Source: an optimization exercise on an open RTL-to-GDS flow (aim: small area, a short achievable clock period and few clock cycles per item). Production flows keep margins and buffers that such runs may drop. The RTL was checked by simulation tests, not by an equivalence proof against the original design. Power figures rest on the tool's default switching activity, not on a simulated workload.

==> v9 <==
// strided_index_generator_top
module strided_index_generator_top (
  input  logic                            clk,
  input  logic                            rst_n,
  input  logic                            cfg_we,
  input  logic [sig_pkg::CFG_IDX_W-1:0]   cfg_index,
  input  logic [sig_pkg::CFG_W-1:0]       cfg_wdata,
  input  logic                            in_valid,
  output logic                            in_stall,
  input  logic                            in_restart,
  output logic                            out_valid,
  input  logic                            out_stall,
  output logic [sig_pkg::LIN_W-1:0]       out_linear_index,
  output logic [sig_pkg::OFF_W-1:0]       out_source_offset,
  output logic                            out_last
);
clock: 8.0 ns
lec_check: 0
abc_clock_period_in_ps: 3000
cap_margin: 20
core_margin: 2
core_utilization: 60
cts_cluster_diameter: 80
cts_cluster_size: 25
setup_slack_margin: 5.0
slew_margin: 20
standard.sh (not shown) runs the stock make flow with config.mk's settings and CLKGATE_MAP_FILE= SYNTH_SCRIPT=/design/flow/synth_recipe.tcl, a recipe that flattens the netlist after the stock synthesis.
==> flow/flow/run.sh <==
#!/bin/bash
export BUFFER_PORTS_ARGS="-buffer_cell sky130_fd_sc_hd__buf_4"
bash standard.sh MATCH_CELL_FOOTPRINT=0 finish > standard.log 2>&1
==> inputs of v17, as changes to v9 <==
--- a/flow/design.v
+++ b/flow/design.v
@@ -119,54 +119,38 @@
       pp = pn;
     end
     sum = p ^ {gg[48:0], 1'b0};
   end
   logic       cb_r;       
   logic       cb;
-  logic [3:0] bsel_nx;    
-  logic [1:0] dsel_nx;    
-  always_comb begin
-    cb = cb_r;
-    if (start_rb || rb_store) begin
-      bsel_nx = 4'd0;
-      dsel_nx = start_rb ? 2'd0 : dim_r + 2'd1;
-    end else begin
-      bsel_nx = (init_r && busy_r) ? 4'd0 : bit_r[3:0] + 4'd1;
-      dsel_nx = dim_r;
-    end
-  end
+  always_comb cb = cb_r;
   always_ff @(posedge clk) begin
-    cb_r <= cur_r[dsel_nx][bsel_nx];
-    sb_r <= size_r[dsel_nx][bsel_nx];
+    cb_r <= cur_r[dim_r][bit_r[3:0]];
+    sb_r <= size_r[dim_r][bit_r[3:0]];
   end
   logic rb_mul, rb_rot, rb_store, rb_init, rb_fin;
   assign rb_init  = busy_r && init_r;
   assign rb_fin   = busy_r && fin_r;
-  assign rb_mul   = busy_r && !init_r && !fin_r && bit_r < 6'd16;
-  assign rb_rot   = busy_r && !init_r && !fin_r && bit_r >= 6'd16 && bit_r < 6'd50;
-  assign rb_store = busy_r && !init_r && !fin_r && bit_r == 6'd50;
+  assign rb_mul   = busy_r && !init_r && !fin_r && bit_r >= 6'd1 && bit_r <= 6'd16;
+  assign rb_rot   = busy_r && !init_r && !fin_r && bit_r >= 6'd17 && bit_r <= 6'd50;
+  assign rb_store = busy_r && !init_r && !fin_r && bit_r == 6'd51;
+  logic [31:0] cfg_d0, cfg_d1;    
+  logic [7:0]  cfg_en;
+  always_comb begin
+    cfg_d0 = rst_n ? cfg_wdata : 32'd0;
+    cfg_d1 = rst_n ? cfg_wdata : 32'd1;
+    for (int i = 0; i < 8; i++) cfg_en[i] = !rst_n || (cfg_we && cfg_index == 3'(i));
+  end
   always_ff @(posedge clk) begin
-    if (!rst_n) begin
-      for (int d = 0; d < 4; d++) begin
-        size_r[d]   <= 16'd1;
-        stride_r[d] <= '0;
-      end
-      stride_r[3] <= 32'd1;
-    end else if (cfg_we) begin
-      case (cfg_index)
-        3'd0: size_r[0]   <= cfg_wdata[15:0];
-        3'd1: size_r[1]   <= cfg_wdata[15:0];
-        3'd2: size_r[2]   <= cfg_wdata[15:0];
-        3'd3: size_r[3]   <= cfg_wdata[15:0];
-        3'd4: stride_r[0] <= cfg_wdata;
-        3'd5: stride_r[1] <= cfg_wdata;
-        3'd6: stride_r[2] <= cfg_wdata;
-        3'd7: stride_r[3] <= cfg_wdata;
-        default: ;
-      endcase
+    for (int d = 0; d < 4; d++) begin
+      if (cfg_en[d]) size_r[d] <= cfg_d1[15:0];
     end
+    for (int d = 0; d < 3; d++) begin
+      if (cfg_en[4+d]) stride_r[d] <= cfg_d0;
+    end
+    if (cfg_en[7]) stride_r[3] <= cfg_d1;
   end
   always_ff @(posedge clk) begin
     if (!rst_n) begin
       ov_r   <= 1'b0;
       qn_r   <= 2'd0;
       full_r <= 1'b0;
@@ -231,13 +215,13 @@
       c1_r  <= 1'b1;
       c2_r  <= 1'b0;
       seq_r <= 1'b1;
     end else if (rb_mul) begin
       if ((cb ^ c1_r) != sb_r) sge_r <= cb ^ c1_r;
       c1_r <= cb & c1_r;
-      if (bit_r[3:0] == 4'd0) begin
+      if (bit_r == 6'd1) begin
         if (cb != sb_r) seq_r <= 1'b0;
         c2_r <= 1'b1;
       end else begin
         if ((cb ^ c2_r) != sb_r) seq_r <= 1'b0;
         c2_r <= cb & c2_r;
       end
@@ -259,24 +243,29 @@
     lin_d  = restart ? '0 : lin_r + 64'd1;
   end
   always_ff @(posedge clk) begin
     for (int d = 0; d < 4; d++) cur_r[d] <= cur_d[d];
     if (gen) lin_r <= lin_d;
   end
-  logic [49:0] b_d;
-  logic [3:0]  b_en;
+  logic [3:0]  b_ld, b_hold;
+  logic [49:0] b_nx [4];
   always_comb begin
-    b_d = (restart && !busy_r) ? '0 : sum;
-    for (int d = 0; d < 4; d++)
-      b_en[d] = (gen && (restart || cr[d])) || (rb_store && dim_r == 2'(d));
+    for (int d = 0; d < 4; d++) begin
+      b_ld[d]   = (gen && !restart && cr[d]) || (rb_store && dim_r == 2'(d));
+      b_hold[d] = !(gen && (restart || cr[d])) && !(rb_store && dim_r == 2'(d));
+    end
+    b_nx[0] = 50'(({48{b_ld[0]}} & sum[47:0]) | ({48{b_hold[0]}} & b0_r));
+    b_nx[1] = 50'(({49{b_ld[1]}} & sum[48:0]) | ({49{b_hold[1]}} & b1_r));
+    b_nx[2] = ({50{b_ld[2]}} & sum) | ({50{b_hold[2]}} & b2_r);
+    b_nx[3] = ({50{b_ld[3]}} & sum) | ({50{b_hold[3]}} & b3_r);
   end
   always_ff @(posedge clk) begin
-    if (b_en[0]) b0_r <= b_d[47:0];
-    if (b_en[1]) b1_r <= b_d[48:0];
-    if (b_en[2]) b2_r <= b_d;
-    if (b_en[3]) b3_r <= b_d;
+    b0_r <= b_nx[0][47:0];
+    b1_r <= b_nx[1][48:0];
+    b2_r <= b_nx[2];
+    b3_r <= b_nx[3];
   end
   logic [6:0]  asel;      
   logic [3:0]  ysel;      
   logic [49:0] a_d;
   logic [31:0] y_d;
   always_comb begin
@@ -289,16 +278,18 @@
         asel = {!cb, cb, 5'b00000};
         for (int d = 0; d < 4; d++) ysel[d] = dim_r == 2'(d);
       end else if (rb_rot) begin
         asel = 7'b1000000;
       end else if (rb_store) begin
         asel = 7'b0000001;
-        for (int d = 0; d < 3; d++) ysel[d+1] = dim_r == 2'(d);
-      end else begin
+      end else if (rb_fin) begin
         asel = {2'b00, sel, 1'b0};
         ysel = sel;
+      end else begin
+        for (int d = 0; d < 3; d++) asel[d+1] = dim_r == 2'(d+1);
+        for (int d = 0; d < 4; d++) ysel[d] = dim_r == 2'(d);
       end
     end else if (gen) begin
       if (restart) begin
         ysel = ks_z;
       end else begin
         asel = {3'b000, ks_nx[2:0] & ~cr[2:0], |(ks_nx & cr)};
==> flow/flow/run.sh (replaced) <==
#!/bin/bash
export BUFFER_PORTS_ARGS="-buffer_cell sky130_fd_sc_hd__buf_2"
bash standard.sh MATCH_CELL_FOOTPRINT=0 finish > standard.log 2>&1
Settings changed: CORE_UTILIZATION 60 to 70.
==> run summary <==
- Power Internal: 6.71 mW
- Cell count after synthesis: ~3,600
- Met1 global-route usage: 0.463
- Vias in the first global route: 26,100
- Worst VDD drop: 0.274 mV
- Status: no timing/DRC/antenna violations
Source of the figures above: v9

==> run summary <==
- Status: no timing/DRC/antenna violations
- Power Internal: between 6 and 7 mW
- CTS Hold Bufs: 0
- Cell count after synthesis: roughly 3,000
- GRT met3 Usage: 0.0718
- Worst VDD drop: ~0.21 mV
- Met1 global-route usage: 0.549
- DR iter-0 viols: just over 4,000
Source of the figures above: v17

Testbench counts of v9, summed over its fixed seeds: cycles 69,002, items 65,802.
Testbench counts of v17, summed over its fixed seeds: cycles 69,002, items 65,802.

==> try-willow: inputs <==
Another version of the RTL of strided_index_generator_top (not shown whole).
clock: 8.0 ns
lec_check: 0
abc_clock_period_in_ps: 3000
cap_margin: 20
core_margin: 2
core_utilization: 60
setup_slack_margin: 5.0
slew_margin: 20
==> flow/flow/run.sh <==
#!/bin/bash
export BUFFER_PORTS_ARGS="-buffer_cell sky130_fd_sc_hd__buf_4"
bash standard.sh MATCH_CELL_FOOTPRINT=0 finish > standard.log 2>&1
==> inputs of try-garnet, as changes to try-willow <==
--- a/flow/design.v
+++ b/flow/design.v
@@ -32,11 +32,11 @@
   logic [47:0] b0_r;
   logic [48:0] b1_r;
   logic [49:0] b2_r;
   logic [49:0] b3_r;
   logic [49:0] a_r;
-  logic [47:0] y_r;
+  logic [31:0] y_r;
   logic        ov_r;      
   logic [1:0]  qn_r;      
   logic        full_r;    
   logic        q0_r;      
   logic        q1_r;      
@@ -44,17 +44,19 @@
   logic        busy_r;    
   logic        done_r;    
   logic        init_r;    
   logic        fin_r;     
   logic [1:0]  dim_r;     
-  logic [4:0]  bit_r;     
+  logic [5:0]  bit_r;     
   logic [3:0]  z_r;       
   logic [3:0]  two_r;     
   logic [3:0]  ge_r;      
-  logic [3:0]  c1_r;      
-  logic [3:0]  c2_r;      
-  logic [3:0]  eq_r;      
+  logic        sge_r;     
+  logic        c1_r;      
+  logic        c2_r;      
+  logic        seq_r;     
+  logic        sb_r;      
   logic src_v, restart, gen, start_rb, out_free, push;
   assign out_free = !ov_r || !out_stall;
   assign src_v    = qn_r != 2'd0;
   assign push     = in_valid && !full_r;
   assign restart  = q0_r || last_r;
@@ -116,70 +118,38 @@
       gg = gn;
       pp = pn;
     end
     sum = p ^ {gg[48:0], 1'b0};
   end
-  logic [3:0] cbit, sbit;
   logic       cb_r;       
   logic       cb;
-  logic [3:0] bsel_nx;    
-  logic [1:0] dsel_nx;    
-  always_comb begin
-    for (int d = 0; d < 4; d++) begin
-      cbit[d] = cur_r[d][bit_r[3:0]];
-      sbit[d] = size_r[d][bit_r[3:0]];
-    end
-    cb = cb_r;
-    if (start_rb || bit_r[4]) begin
-      bsel_nx = 4'd0;
-      dsel_nx = start_rb ? 2'd0 : dim_r + 2'd1;
-    end else begin
-      bsel_nx = (init_r && busy_r) ? 4'd0 : bit_r[3:0] + 4'd1;
-      dsel_nx = dim_r;
-    end
+  always_comb cb = cb_r;
+  always_ff @(posedge clk) begin
+    cb_r <= cur_r[dim_r][bit_r[3:0]];
+    sb_r <= size_r[dim_r][bit_r[3:0]];
   end
-  always_ff @(posedge clk) cb_r <= cur_r[dsel_nx][bsel_nx];
-  logic rb_mul, rb_store, rb_init, rb_fin;
+  logic rb_mul, rb_rot, rb_store, rb_init, rb_fin;
   assign rb_init  = busy_r && init_r;
   assign rb_fin   = busy_r && fin_r;
-  assign rb_mul   = busy_r && !init_r && !fin_r && !bit_r[4];
-  assign rb_store = busy_r && !init_r && !fin_r && bit_r[4];
-  logic [49:0] a_nx;
-  logic [47:0] y_nx, y_z;
+  assign rb_mul   = busy_r && !init_r && !fin_r && bit_r >= 6'd1 && bit_r <= 6'd16;
+  assign rb_rot   = busy_r && !init_r && !fin_r && bit_r >= 6'd17 && bit_r <= 6'd50;
+  assign rb_store = busy_r && !init_r && !fin_r && bit_r == 6'd51;
+  logic [31:0] cfg_d0, cfg_d1;    
+  logic [7:0]  cfg_en;
   always_comb begin
-    a_nx = '0;
-    y_nx = '0;
-    y_z  = '0;
-    for (int d = 0; d < 4; d++) begin
-      if (ks_nx[d]) y_nx = y_nx | 48'(stride_r[d]);
-      if (ks_z[d])  y_z  = y_z  | 48'(stride_r[d]);
-    end
-    if (|(ks_nx & cr)) a_nx = sum;
-    else if (ks_nx[0]) a_nx = 50'(b0_r);
-    else if (ks_nx[1]) a_nx = 50'(b1_r);
-    else if (ks_nx[2]) a_nx = b2_r;
+    cfg_d0 = rst_n ? cfg_wdata : 32'd0;
+    cfg_d1 = rst_n ? cfg_wdata : 32'd1;
+    for (int i = 0; i < 8; i++) cfg_en[i] = !rst_n || (cfg_we && cfg_index == 3'(i));
   end
   always_ff @(posedge clk) begin
-    if (!rst_n) begin
-      for (int d = 0; d < 4; d++) begin
-        size_r[d]   <= 16'd1;
-        stride_r[d] <= '0;
-      end
-      stride_r[3] <= 32'd1;
-    end else if (cfg_we) begin
-      case (cfg_index)
-        3'd0: size_r[0]   <= cfg_wdata[15:0];
-        3'd1: size_r[1]   <= cfg_wdata[15:0];
-        3'd2: size_r[2]   <= cfg_wdata[15:0];
-        3'd3: size_r[3]   <= cfg_wdata[15:0];
-        3'd4: stride_r[0] <= cfg_wdata;
-        3'd5: stride_r[1] <= cfg_wdata;
-        3'd6: stride_r[2] <= cfg_wdata;
-        3'd7: stride_r[3] <= cfg_wdata;
-        default: ;
-      endcase
+    for (int d = 0; d < 4; d++) begin
+      if (cfg_en[d]) size_r[d] <= cfg_d1[15:0];
+    end
+    for (int d = 0; d < 3; d++) begin
+      if (cfg_en[4+d]) stride_r[d] <= cfg_d0;
     end
+    if (cfg_en[7]) stride_r[3] <= cfg_d1;
   end
   always_ff @(posedge clk) begin
     if (!rst_n) begin
       ov_r   <= 1'b0;
       qn_r   <= 2'd0;
@@ -217,48 +187,48 @@
     end else if (qn_r == 2'd0) begin
       q0_r <= in_restart;
     end
     if (qn_r == 2'd1 && !gen) q1_r <= in_restart;
     else if (qn_r == 2'd2 && gen) q1_r <= in_restart;
-    if (gen || rb_fin) e_r <= busy_r ? (eq_r & ~c2_r) : (restart ? two : e_nx);
+    if (gen) e_r <= restart ? two : e_nx;
+    else if (rb_store) e_r[dim_r] <= seq_r && !c2_r;
   end
   always_ff @(posedge clk) begin
     if (start_rb) begin
       init_r <= 1'b1;
       fin_r  <= 1'b0;
       dim_r  <= 2'd0;
-      bit_r  <= 5'd0;
-      ge_r   <= 4'hf;
-      c1_r   <= 4'hf;
-      c2_r   <= 4'h0;
-      eq_r   <= 4'hf;
+      bit_r  <= 6'd0;
     end else if (busy_r) begin
       init_r <= 1'b0;
-      if (fin_r) ge_r <= ge_r | c1_r;
       if (!init_r && !fin_r) begin
-        if (bit_r[4]) begin
-          bit_r <= 5'd0;
+        if (rb_store) begin
+          bit_r <= 6'd0;
           dim_r <= dim_r + 2'd1;
           fin_r <= (dim_r == 2'd3);
         end else begin
-          bit_r <= bit_r + 5'd1;
-        end
-        if (dim_r == 2'd0 && !bit_r[4]) begin
-          for (int d = 0; d < 4; d++) begin
-            if ((cbit[d] ^ c1_r[d]) != sbit[d]) ge_r[d] <= cbit[d] ^ c1_r[d];
-            c1_r[d] <= cbit[d] & c1_r[d];
-            if (bit_r[3:0] == 4'd0) begin
-              if (cbit[d] != sbit[d]) eq_r[d] <= 1'b0;
-              c2_r[d] <= 1'b1;
-            end else begin
-              if ((cbit[d] ^ c2_r[d]) != sbit[d]) eq_r[d] <= 1'b0;
-              c2_r[d] <= cbit[d] & c2_r[d];
-            end
-          end
+          bit_r <= bit_r + 6'd1;
         end
       end
     end
+    if (start_rb || rb_store) begin
+      sge_r <= 1'b1;
+      c1_r  <= 1'b1;
+      c2_r  <= 1'b0;
+      seq_r <= 1'b1;
+    end else if (rb_mul) begin
+      if ((cb ^ c1_r) != sb_r) sge_r <= cb ^ c1_r;
+      c1_r <= cb & c1_r;
+      if (bit_r == 6'd1) begin
+        if (cb != sb_r) seq_r <= 1'b0;
+        c2_r <= 1'b1;
+      end else begin
+        if ((cb ^ c2_r) != sb_r) seq_r <= 1'b0;
+        c2_r <= cb & c2_r;
+      end
+    end
+    if (rb_store) ge_r[dim_r] <= sge_r || c1_r;
   end
   logic [3:0]  c_inc, c_hold;
   logic        l_inc, l_hold;
   logic [15:0] cur_d [4];
   logic [63:0] lin_d;
@@ -268,15 +238,15 @@
       c_hold[d] = !gen || (!restart && !cr[d]);
       cur_d[d]  = ({16{c_inc[d]}} & cur_inc[d]) | ({16{c_hold[d]}} & cur_r[d]);
     end
     l_inc  = gen && !restart;
     l_hold = !gen;
-    lin_d  = ({64{l_inc}} & (lin_r + 64'd1)) | ({64{l_hold}} & lin_r);
+    lin_d  = restart ? '0 : lin_r + 64'd1;
   end
   always_ff @(posedge clk) begin
     for (int d = 0; d < 4; d++) cur_r[d] <= cur_d[d];
-    lin_r <= lin_d;
+    if (gen) lin_r <= lin_d;
   end
   logic [49:0] b_d;
   logic [3:0]  b_en;
   always_comb begin
     b_d = (restart && !busy_r) ? '0 : sum;
@@ -287,48 +257,51 @@
     if (b_en[0]) b0_r <= b_d[47:0];
     if (b_en[1]) b1_r <= b_d[48:0];
     if (b_en[2]) b2_r <= b_d;
     if (b_en[3]) b3_r <= b_d;
   end
-  logic [5:0]  asel;      
+  logic [6:0]  asel;      
   logic [3:0]  ysel;      
-  logic        yshl;      
   logic [49:0] a_d;
-  logic [47:0] y_d;
+  logic [31:0] y_d;
   always_comb begin
-    asel = 6'b000000;
+    asel = 7'b0000000;
     ysel = 4'b0000;
-    yshl = 1'b0;
     if (busy_r) begin
       if (rb_init) begin
         ysel = 4'b0001;
       end else if (rb_mul) begin
-        asel = {!cb, 4'b0000, cb};
-        yshl = bit_r[3:0] != 4'd15;
+        asel = {!cb, cb, 5'b00000};
+        for (int d = 0; d < 4; d++) ysel[d] = dim_r == 2'(d);
+      end else if (rb_rot) begin
+        asel = 7'b1000000;
       end else if (rb_store) begin
-        asel = 6'b100000;
-        for (int d = 0; d < 3; d++) ysel[d+1] = dim_r == 2'(d);
-      end else begin
-        asel = {1'b0, sel, 1'b0};
+        asel = 7'b0000001;
+      end else if (rb_fin) begin
+        asel = {2'b00, sel, 1'b0};
         ysel = sel;
+      end else begin
+        for (int d = 0; d < 3; d++) asel[d+1] = dim_r == 2'(d+1);
+        for (int d = 0; d < 4; d++) ysel[d] = dim_r == 2'(d);
       end
     end else if (gen) begin
       if (restart) begin
         ysel = ks_z;
       end else begin
-        asel = {2'b00, ks_nx[2:0] & ~cr[2:0], |(ks_nx & cr)};
+        asel = {3'b000, ks_nx[2:0] & ~cr[2:0], |(ks_nx & cr)};
         ysel = ks_nx;
       end
     end else begin
-      asel = {1'b0, sel, 1'b0};
+      asel = {2'b00, sel, 1'b0};
       ysel = sel;
     end
     a_d = ({50{asel[0]}} & sum) | ({50{asel[1]}} & 50'(b0_r)) |
           ({50{asel[2]}} & 50'(b1_r)) | ({50{asel[3]}} & b2_r) |
-          ({50{asel[4]}} & b3_r) | ({50{asel[5]}} & a_r);
-    y_d = {y_r[46:0], 1'b0} & {48{yshl}};
-    for (int d = 0; d < 4; d++) y_d = y_d | ({48{ysel[d]}} & 48'(stride_r[d]));
+          ({50{asel[4]}} & b3_r) | ({50{asel[5]}} & {sum[0], sum[49:1]}) |
+          ({50{asel[6]}} & {a_r[0], a_r[49:1]});
+    y_d = '0;
+    for (int d = 0; d < 4; d++) y_d = y_d | ({32{ysel[d]}} & stride_r[d]);
   end
   always_ff @(posedge clk) begin
     a_r <= a_d;
     y_r <= y_d;
   end
- CTS_CLUSTER_DIAMETER: default -> 80
- CTS_CLUSTER_SIZE: default -> 25
==> qor summary <==
| quantity | try-garnet | try-willow |
|---|---|---|
| Status | finished clean | finished clean |
| Met3 Use GR | 0.05345 | 0.04424 |
| Non-Clock Inverter Count | 54 | 51 |
| Post-Place Setup Slack | 3.558 ns | 2.973 ns |
| Share of the synthesized area in compound gates (AO/OA/AOI/OAI) | 0.1429 | 0.1833 |
| Die Span Y | 230.2 um | 236.2 um |
| Crit path setup slack, layout | 5.006 ns | 4.903 ns |
| Placed cell areas | 32,480 sq um | 33,930 sq um |
| Sum of buffers and inverters on the critical path | 4 | 0 |
| Share of synthesized cell area in full adder, half adder and majority cells | 0.02389 | 0.02963 |
| Cells after synthesis | 2,820 | 3,626 |
| Synth-to-layout area growth | 17.54% | 19.52% |
| Worst setup endpoint | a_r[29] | b2_r[33] |
| Pin count of the biggest net entering global routing | 70 | 121 |
| Instance count on the critical path | 13 | 10 |
| Sequential cell area fraction in the yosys report | 0.5717 | 0.4756 |
| Mapped cell area | 30,690 sq um | 32,350 sq um |
| Non-clock buffers | 275 | 273 |
| Worst min-delay path endpoint | y_r[21] | y_r[0] |
| Vias per cell | 6.663 | 6.587 |
| Post-route cell area | 36,080 sq um | 38,660 sq um |
| Number of global-route vias before repair | 22,690 | 27,431 |
| Fraction of synthesized cell area in xor and xnor cells | 0.05707 | 0.04603 |
Testbench counts of try-willow, summed over its fixed seeds: cycles 69,002, items 65,802.
Testbench counts of try-garnet, summed over its fixed seeds: cycles 69,002, items 65,802.

[what the ideal ports hide]
Ports are ideal in the flow. The routed layouts listed here were re-timed in OpenROAD.
Step 1 sets driving cells, clkbuf_16 on the clock port and buf_2 on the other inputs (assumed; they add their load-dependent delay and slew).
Step 2 adds t to the input delays and takes it off the output delays; t is the mean of the earliest and latest rising clock arrival at the registers after step 1. Input paths then give back, and output paths get back, about the clock's delay inside the block.
Three values: ideal, step 1, step 2; two values: the first two.
| run | shift t [ns] | slack for setup (ns) | pins driven straight from the clock port |
|---|---|---|---|
| v9 | 0.657 | 4.920 / 4.920 / 4.409 | 1 |
| v17 | 0.645 | 4.905 / 4.925 / 4.279 | 1 |
| try-willow | 0.678 | 4.903 / 4.903 / 4.289 | 1 |
| try-garnet | 0.647 | 5.006 / 5.006 / 4.404 | 1 |
After both steps setup and hold are still met in every run listed. For v17, which loses most, drivers alone change the setup slack by +0.020 ns; drivers and shift together by -0.626 ns.
